Context: an optimization exercise on an open-source flow, tuned for small area, a short achievable clock period and few clock cycles per item. The choices shown serve that exercise and are no tape-out recipe. Where RTL was checked, it was by simulation tests only, not by an equivalence proof against the original.

==> inputs of wip/umber <==
## outlier_rejecting_moving_average_core
module outlier_rejecting_moving_average_core (
	input  logic        clk,
	input  logic        arst_n,
	input  logic        in_valid,
	output logic        in_ready,
	input  logic [11:0] in_sample,
	output logic        out_valid,
	input  logic        out_ready,
	output logic [11:0] out_filtered,
	output logic        out_held
);
==> flow/config.mk <==
export PLATFORM = sky130hd
export DESIGN_NAME = outlier_rejecting_moving_average_core
export DESIGN_NICKNAME = outlier_rejecting_moving_average_core
export VERILOG_FILES = /design/flow/design.v
export SDC_FILE = /design/flow/constraint.sdc
export NUM_CORES = 4
export LEC_CHECK = 0
export CAP_MARGIN = 20
export CORE_MARGIN = 2
export CORE_UTILIZATION = 60
export GPL_TIMING_DRIVEN = 1
export SETUP_SLACK_MARGIN = 4.0
export SLEW_MARGIN = 20
==> flow/constraint.sdc <==
create_clock -name core_clock -period 8.0 [get_ports {clk}]
set_input_delay 1.6000 -clock core_clock [delete_from_list [all_inputs] [get_ports {clk}]]
set_output_delay 1.6000 -clock core_clock [all_outputs]
set_load 0.01 [all_outputs]
run.sh (not shown) runs the stock make flow with config.mk's settings and CLKGATE_MAP_FILE= SYNTH_SCRIPT=/design/flow/synth_recipe.tcl, a recipe that flattens the netlist after the stock synthesis.
==> wip/raven (differences from wip/umber) <==
--- a/flow/design.v
+++ b/flow/design.v
@@ -17,58 +17,48 @@
 	input  logic        out_ready,
 	output logic [11:0] out_filtered,
 	output logic        out_held
 );
 	localparam int WIN = 10;
-	localparam int NV  = 12;
-	logic en_q;
+	localparam int NV  = 13;
+	logic en_q, rdy_q;
 	logic adv;
 	assign adv      = en_q;
-	assign in_ready = en_q;
+	assign in_ready = rdy_q;
 	logic [NV-1:0] v;
 	always_ff @(posedge clk or negedge arst_n) begin
 		if (!arst_n) begin
 			v <= '0;
 		end else if (adv) begin
 			v <= {v[NV-2:0], in_valid};
 		end
 	end
 	logic [11:0]    h_q [WIN];
 	logic [WIN-1:0] hv_q;
-	logic [11:0] s0_q, s1_q, s2_q, s3_q, old_q, old_d;
+	logic [11:0] s0_q, s1_q, s2_q, s3_q, s4_q, old_q, old_d;
 	always_comb begin
-		logic [11:0] o;
-		logic        ov;
-		case ({v[3], v[2], v[1], v[0]})
-			4'b0000: begin
-				o = h_q[0]; ov = hv_q[0];
-			end
-			4'b0001, 4'b0010, 4'b0100, 4'b1000: begin
-				o = h_q[1]; ov = hv_q[1];
-			end
-			4'b0011, 4'b0101, 4'b0110, 4'b1001, 4'b1010, 4'b1100: begin
-				o = h_q[2]; ov = hv_q[2];
-			end
-			4'b1111: begin
-				o = h_q[4]; ov = hv_q[4];
-			end
-			default: begin
-				o = h_q[3]; ov = hv_q[3];
-			end
+		logic [2:0] n;
+		n = 3'(v[0]) + 3'(v[1]) + 3'(v[2]) + 3'(v[3]) + 3'(v[4]);
+		case (n)
+			3'd0:    old_d = hv_q[0] ? h_q[0] : 12'd0;
+			3'd1:    old_d = hv_q[1] ? h_q[1] : 12'd0;
+			3'd2:    old_d = hv_q[2] ? h_q[2] : 12'd0;
+			3'd3:    old_d = hv_q[3] ? h_q[3] : 12'd0;
+			3'd4:    old_d = hv_q[4] ? h_q[4] : 12'd0;
+			default: old_d = hv_q[5] ? h_q[5] : 12'd0;
 		endcase
-		old_d = ov ? o : 12'd0;
 	end
 	logic [15:0] sum_q;
 	always_ff @(posedge clk or negedge arst_n) begin
 		if (!arst_n) begin
 			sum_q <= '0;
 			hv_q  <= '0;
 		end else if (adv) begin
 			if (v[0]) begin
 				sum_q <= sum_q + {4'd0, s0_q} - {4'd0, old_q};
 			end
-			if (v[3]) begin
+			if (v[4]) begin
 				hv_q <= {1'b1, hv_q[WIN-1:1]};
 			end
 		end
 	end
 	function automatic logic [4:0] div10_step(input logic [3:0] r, input logic b);
@@ -129,14 +119,12 @@
 			ad_d[k] = st[4];
 			r = st[3:0];
 		end
 		nz_d = (r != 4'd0);
 	end
-	logic [12:0] u;
-	logic [11:0] l;
-	assign u = {1'b0, a_q} + {4'd0, ad_q};
-	assign l = a_q - {3'd0, ad_q} - {11'd0, nz_q};
+	logic [12:0] u_q;
+	logic [11:0] l_q;
 	function automatic logic [1:0] cmp4(input logic [3:0] a, input logic [3:0] b);
 		logic lt, gt;
 		lt = 1'b0;
 		gt = 1'b0;
 		for (int i = 0; i < 4; i++) begin
@@ -163,23 +151,23 @@
 		in_band = lt16({4'd0, x}, {3'd0, ub}) && lt16({4'd0, lb}, {4'd0, x});
 	endfunction
 	logic [WIN-1:0] f_d, f_q;
 	always_comb begin
 		for (int i = 0; i < WIN - 1; i++) begin
-			f_d[i] = hv_q[i+1] && in_band(h_q[i+1], u, l);
+			f_d[i] = hv_q[i+1] && in_band(h_q[i+1], u_q, l_q);
 		end
-		f_d[WIN-1] = in_band(s3_q, u, l);
+		f_d[WIN-1] = in_band(s4_q, u_q, l_q);
 	end
 	function automatic logic [31:0] csa(input logic [15:0] a, input logic [15:0] b,
 			input logic [15:0] c);
 		logic [15:0] s, k;
 		s = a ^ b ^ c;
 		k = (a & b) | (a & c) | (b & c);
 		csa = {k[14:0], 1'b0, s};
 	endfunction
 	logic [15:0] ps_d, pc_d, ps_q, pc_q;
-	logic [3:0]  c_d, c5_q;
+	logic [3:0]  c_d, c6_q;
 	always_comb begin
 		logic [15:0] m [WIN];
 		logic [31:0] a1, a2, a3, b1, b2, c1, d1, e1;
 		for (int i = 0; i < WIN; i++) begin
 			m[i] = f_q[i] ? {4'd0, h_q[i]} : 16'd0;
@@ -216,48 +204,51 @@
 			end
 		end
 		div2 = {r, d};
 	endfunction
 	logic [15:0] t_q;
-	logic [3:0]  c6_q;
-	logic [15:0] x_q [7:11];
-	logic [3:0]  cx_q [7:11];
+	logic [3:0]  c7_q;
+	logic [15:0] x_q [8:12];
+	logic [3:0]  cx_q [8:12];
 	logic [15:0] q_last;
-	assign q_last = div2(x_q[11], cx_q[11]);
+	assign q_last = div2(x_q[12], cx_q[12]);
 	always_ff @(posedge clk) begin
 		if (adv) begin
 			s0_q  <= in_sample;
 			old_q <= old_d;
 			s1_q  <= s0_q;
 			s2_q  <= s1_q;
 			s3_q  <= s2_q;
+			s4_q  <= s3_q;
 			ahi_q <= ahi_d;
 			ar_q  <= ar_d;
 			slo_q <= sum_q[5:0];
 			a_q   <= a_d;
 			ad_q  <= ad_d;
 			nz_q  <= nz_d;
+			u_q   <= {1'b0, a_q} + {4'd0, ad_q};
+			l_q   <= a_q - {3'd0, ad_q} - {11'd0, nz_q};
 			f_q   <= f_d;
 			ps_q  <= ps_d;
 			pc_q  <= pc_d;
-			c5_q  <= c_d;
+			c6_q  <= c_d;
 			t_q   <= ps_q + pc_q;
-			c6_q  <= c5_q;
-			x_q[7]  <= div2(t_q, c6_q);
-			cx_q[7] <= c6_q;
-			for (int k = 8; k <= 11; k++) begin
+			c7_q  <= c6_q;
+			x_q[8]  <= div2(t_q, c7_q);
+			cx_q[8] <= c7_q;
+			for (int k = 9; k <= 12; k++) begin
 				x_q[k]  <= div2(x_q[k-1], cx_q[k-1]);
 				cx_q[k] <= cx_q[k-1];
 			end
 		end
 	end
 	always_ff @(posedge clk) begin
-		if (adv && v[3]) begin
+		if (adv && v[4]) begin
 			for (int i = 0; i < WIN - 1; i++) begin
 				h_q[i] <= h_q[i+1];
 			end
-			h_q[WIN-1] <= s3_q;
+			h_q[WIN-1] <= s4_q;
 		end
 	end
 	logic        sv_q;
 	logic [11:0] sf_q;
 	logic        sh_q;
@@ -266,11 +257,11 @@
 	logic [11:0] res_f;
 	logic        inc;
 	logic        take;
 	logic        sv_d;
 	assign lastm = sv_q ? sf_q : out_filtered;
-	assign res_h = (cx_q[11] == 4'd0);
+	assign res_h = (cx_q[12] == 4'd0);
 	assign res_f = res_h ? lastm : q_last[11:0];
 	assign inc   = adv && v[NV-1];
 	assign take  = out_valid && out_ready;
 	always_comb begin
 		sv_d = sv_q;
@@ -287,13 +278,15 @@
 			out_valid    <= 1'b0;
 			out_filtered <= '0;
 			out_held     <= 1'b0;
 			sv_q         <= 1'b0;
 			en_q         <= 1'b1;
+			rdy_q        <= 1'b1;
 		end else begin
 			sv_q <= sv_d;
 			en_q <= !sv_d;
+			rdy_q <= !sv_d;
 			if (!out_valid || take) begin
 				if (sv_q) begin
 					out_valid    <= 1'b1;
 					out_filtered <= sf_q;
 					out_held     <= sh_q;
SETUP_SLACK_MARGIN = 4.8   (was 4.0)
==> wip/juniper (differences from wip/umber) <==
==> flow/design.v (replaced) <==
`timescale 1ns / 1ps
`default_nettype none
package orma_pkg;
	localparam int WINDOW      = 10;
	localparam int SAMPLE_BITS = 12;
endpackage
`default_nettype wire
`timescale 1ns / 1ps
`default_nettype none
module outlier_rejecting_moving_average_core (
	input  logic        clk,
	input  logic        arst_n,
	input  logic        in_valid,
	output logic        in_ready,
	input  logic [11:0] in_sample,
	output logic        out_valid,
	input  logic        out_ready,
	output logic [11:0] out_filtered,
	output logic        out_held
);
	localparam int WIN = 10;
	logic adv;
	assign adv      = !out_valid || out_ready;
	assign in_ready = adv;
	logic [8:0] v;
	always_ff @(posedge clk or negedge arst_n) begin
		if (!arst_n) begin
			v <= '0;
		end else if (adv) begin
			v <= {v[7:0], in_valid};
		end
	end
	logic [11:0]    h_q [WIN];
	logic [WIN-1:0] hv_q;
	logic [11:0] s0_q, s1_q, s2_q, old_q, old_d;
	always_comb begin
		logic [11:0] o;
		logic        ov;
		case ({v[2], v[1], v[0]})
			3'b000:                 begin o = h_q[0]; ov = hv_q[0]; end
			3'b001, 3'b010, 3'b100: begin o = h_q[1]; ov = hv_q[1]; end
			3'b011, 3'b101, 3'b110: begin o = h_q[2]; ov = hv_q[2]; end
			default:                begin o = h_q[3]; ov = hv_q[3]; end
		endcase
		if (v[2]) begin
			case ({v[1], v[0]})
				2'b00:          begin o = h_q[1]; ov = hv_q[1]; end
				2'b01, 2'b10:   begin o = h_q[2]; ov = hv_q[2]; end
				default:        begin o = h_q[3]; ov = hv_q[3]; end
			endcase
		end
		old_d = ov ? o : 12'd0;
	end
	logic [15:0] sum_q;
	always_ff @(posedge clk or negedge arst_n) begin
		if (!arst_n) begin
			sum_q <= '0;
			hv_q  <= '0;
		end else if (adv) begin
			if (v[0]) begin
				sum_q <= sum_q + {4'd0, s0_q} - {4'd0, old_q};
			end
			if (v[2]) begin
				hv_q <= {1'b1, hv_q[WIN-1:1]};
			end
		end
	end
	function automatic logic [4:0] div10_step(input logic [3:0] r, input logic b);
		case ({r, b})
			5'd0: div10_step = {1'b0, 4'd0};
			5'd1: div10_step = {1'b0, 4'd1};
			5'd2: div10_step = {1'b0, 4'd2};
			5'd3: div10_step = {1'b0, 4'd3};
			5'd4: div10_step = {1'b0, 4'd4};
			5'd5: div10_step = {1'b0, 4'd5};
			5'd6: div10_step = {1'b0, 4'd6};
			5'd7: div10_step = {1'b0, 4'd7};
			5'd8: div10_step = {1'b0, 4'd8};
			5'd9: div10_step = {1'b0, 4'd9};
			5'd10: div10_step = {1'b1, 4'd0};
			5'd11: div10_step = {1'b1, 4'd1};
			5'd12: div10_step = {1'b1, 4'd2};
			5'd13: div10_step = {1'b1, 4'd3};
			5'd14: div10_step = {1'b1, 4'd4};
			5'd15: div10_step = {1'b1, 4'd5};
			5'd16: div10_step = {1'b1, 4'd6};
			5'd17: div10_step = {1'b1, 4'd7};
			5'd18: div10_step = {1'b1, 4'd8};
			5'd19: div10_step = {1'b1, 4'd9};
			default: div10_step = 5'bx;
		endcase
	endfunction
	logic [11:0] a_d, a_q;
	always_comb begin
		logic [3:0] r;
		logic [4:0] st;
		r = sum_q[15:12];
		for (int k = 11; k >= 0; k--) begin
			st = div10_step(r, sum_q[k]);
			a_d[k] = st[4];
			r = st[3:0];
		end
	end
	logic [8:0]  ad;
	logic        nz;
	logic [12:0] u;
	logic [11:0] l;
	always_comb begin
		logic [3:0] r;
		logic [4:0] st;
		r = {1'b0, a_q[11:9]};
		for (int k = 8; k >= 0; k--) begin
			st = div10_step(r, a_q[k]);
			ad[k] = st[4];
			r = st[3:0];
		end
		nz = (r != 4'd0);
		u  = {1'b0, a_q} + {4'd0, ad};
		l  = a_q - {3'd0, ad} - {11'd0, nz};
	end
	function automatic logic lt13(input logic [12:0] a, input logic [12:0] b);
		logic c;
		c = 1'b0;
		for (int i = 0; i < 13; i++) begin
			c = b[i] ? (~a[i] | c) : (~a[i] & c);
		end
		lt13 = c;
	endfunction
	function automatic logic in_band(input logic [11:0] x, input logic [12:0] ub,
			input logic [11:0] lb);
		in_band = lt13({1'b0, x}, ub) && lt13({1'b0, lb}, {1'b0, x});
	endfunction
	logic [WIN-1:0] f_d, f_q;
	always_comb begin
		for (int i = 0; i < WIN - 1; i++) begin
			f_d[i] = hv_q[i+1] && in_band(h_q[i+1], u, l);
		end
		f_d[WIN-1] = in_band(s2_q, u, l);
	end
	function automatic logic [31:0] csa(input logic [15:0] a, input logic [15:0] b,
			input logic [15:0] c);
		logic [15:0] s, k;
		s = a ^ b ^ c;
		k = (a & b) | (a & c) | (b & c);
		csa = {k[14:0], 1'b0, s};
	endfunction
	logic [15:0] ps_d, pc_d, ps_q, pc_q;
	logic [3:0]  c_d, c4_q;
	always_comb begin
		logic [15:0] m [WIN];
		logic [31:0] a1, a2, a3, b1, b2, c1, d1, e1;
		for (int i = 0; i < WIN; i++) begin
			m[i] = f_q[i] ? {4'd0, h_q[i]} : 16'd0;
		end
		a1 = csa(m[0], m[1], m[2]);
		a2 = csa(m[3], m[4], m[5]);
		a3 = csa(m[6], m[7], m[8]);
		b1 = csa(a1[15:0], a1[31:16], a2[15:0]);
		b2 = csa(a2[31:16], a3[15:0], a3[31:16]);
		c1 = csa(b1[15:0], b1[31:16], b2[15:0]);
		d1 = csa(c1[15:0], c1[31:16], b2[31:16]);
		e1 = csa(d1[15:0], d1[31:16], m[9]);
		ps_d = e1[15:0];
		pc_d = e1[31:16];
		c_d = '0;
		for (int i = 0; i < WIN; i++) begin
			c_d = c_d + 4'(f_q[i]);
		end
	end
	function automatic logic [15:0] divn(input logic [15:0] rd, input logic [3:0] c,
			input int n);
		logic [3:0]  r;
		logic [11:0] d;
		logic [5:0]  t;
		r = rd[15:12];
		d = rd[11:0];
		for (int k = 0; k < n; k++) begin
			t = {1'b0, r, d[11]} - {2'b0, c};
			if (!t[5]) begin
				r = t[3:0];
				d = {d[10:0], 1'b1};
			end else begin
				r = {r[2:0], d[11]};
				d = {d[10:0], 1'b0};
			end
		end
		divn = {r, d};
	endfunction
	logic [15:0] t_d;
	logic [15:0] q5_d, q6_d, q7_d, q8_d, q9_d;
	logic [15:0] x5_q, x6_q, x7_q, x8_q;
	logic [3:0]  c5_q, c6_q, c7_q, c8_q;
	assign t_d  = ps_q + pc_q;
	assign q5_d = divn(t_d, c4_q, 2);
	assign q6_d = divn(x5_q, c5_q, 3);
	assign q7_d = divn(x6_q, c6_q, 3);
	assign q8_d = divn(x7_q, c7_q, 3);
	assign q9_d = divn(x8_q, c8_q, 1);
	always_ff @(posedge clk) begin
		if (adv) begin
			s0_q  <= in_sample;
			old_q <= old_d;
			s1_q  <= s0_q;
			s2_q  <= s1_q;
			a_q   <= a_d;
			f_q   <= f_d;
			ps_q  <= ps_d;
			pc_q  <= pc_d;
			c4_q  <= c_d;
			x5_q  <= q5_d;
			c5_q  <= c4_q;
			x6_q  <= q6_d;
			c6_q  <= c5_q;
			x7_q  <= q7_d;
			c7_q  <= c6_q;
			x8_q  <= q8_d;
			c8_q  <= c7_q;
		end
	end
	always_ff @(posedge clk) begin
		if (adv && v[2]) begin
			for (int i = 0; i < WIN - 1; i++) begin
				h_q[i] <= h_q[i+1];
			end
			h_q[WIN-1] <= s2_q;
		end
	end
	always_ff @(posedge clk or negedge arst_n) begin
		if (!arst_n) begin
			out_valid    <= 1'b0;
			out_filtered <= '0;
			out_held     <= 1'b0;
		end else if (adv) begin
			out_valid <= v[8];
			if (v[8]) begin
				out_held <= (c8_q == 4'd0);
				if (c8_q != 4'd0) begin
					out_filtered <= q9_d[11:0];
				end
			end
		end
	end
endmodule
`default_nettype wire
GPL_TIMING_DRIVEN = unset   (was 1)
SETUP_SLACK_MARGIN = unset   (was 4.0)
==> qor summary <==
item                                                                wip/juniper         wip/raven         wip/umber
Startpoint of the most critical register-to-register path                     -  f_q[6]$_DFFE_PP_  a_q[0]$_DFFE_PP_
Final core utilization                                                    66.7%             70.5%             68.2%
Start point of the critical path                                              -  f_q[6]$_DFFE_PP_  a_q[0]$_DFFE_PP_
Post-Syn Instances                                                         2362              2543              2507
Largest net degree at the start of global routing                            76               170               169
Minimum setup slack in the final design                                0.465 ns           4.35 ns           3.93 ns
CTS-repair resized insts                                                      0                88                33
Vias per std cell                                                          6.28              6.08              6.00
Maximum fanout count along the critical path                                 19                 5                 8
Number of combinational gates with multiple inputs                         1642              1625              1687
Routed length on met3                                              3910 microns      4780 microns      3750 microns
WP data required                                                        8.30 ns           8.33 ns           8.35 ns
Share of synthesized flip-flops with an asynchronous set or reset         13.7%             11.2%             11.9%
Measured slew at the worst slew-check pin                               1.01 ns           1.01 ns           1.03 ns
Total number of sequential cells                                            357               490               452
RSZ-0062 raised after global routing                                      false              true              true
Placed cells                                                               2849              3112              3063
Library cells used by synthesis                                              91                83                96
Outcome                                        no timing/DRC/antenna violations  no timing/DRC/antenna violations  no timing/DRC/antenna violations
Worst Reg2Reg Path Length in Cells                                           26                10                14
Testbench counts of wip/umber, summed over its fixed seeds: cycles 8,104, items 8,000.
Testbench counts of wip/raven, summed over its fixed seeds: cycles 8,112, items 8,000.
For wip/juniper, only the layout was checked, not whether the RTL still works.

## afterwards: timing with drivers on the ports
In the flow no input, the clock included, has a driving cell. The finished layouts below were timed again as built, in two steps. Step 1 assumes that a clkbuf_16 drives the clock port and a buf_2 every other input. Step 2 adds t to the input delays and takes it off the output delays; t is the mean of the earliest and latest rising clock arrival at the registers after step 1. Input paths then give back, and output paths get back, about the clock's delay inside the block. Slacks: no drivers / after step 1 / after step 2; pairs: no drivers / after step 1.
run	t, ns	setup slack, ns	hold slack, ns	pins driven straight from the clock port
wip/umber	0.652	3.930 / 3.930 / 3.930	0.403 / 0.403 / 0.403	1
wip/raven	0.655	4.346 / 4.346 / 4.346	0.408 / 0.408 / 0.408	1
wip/juniper	0.619	0.465 / 0.465 / 0.465	0.407 / 0.407 / 0.407	1
After both steps every run listed still meets setup and hold.
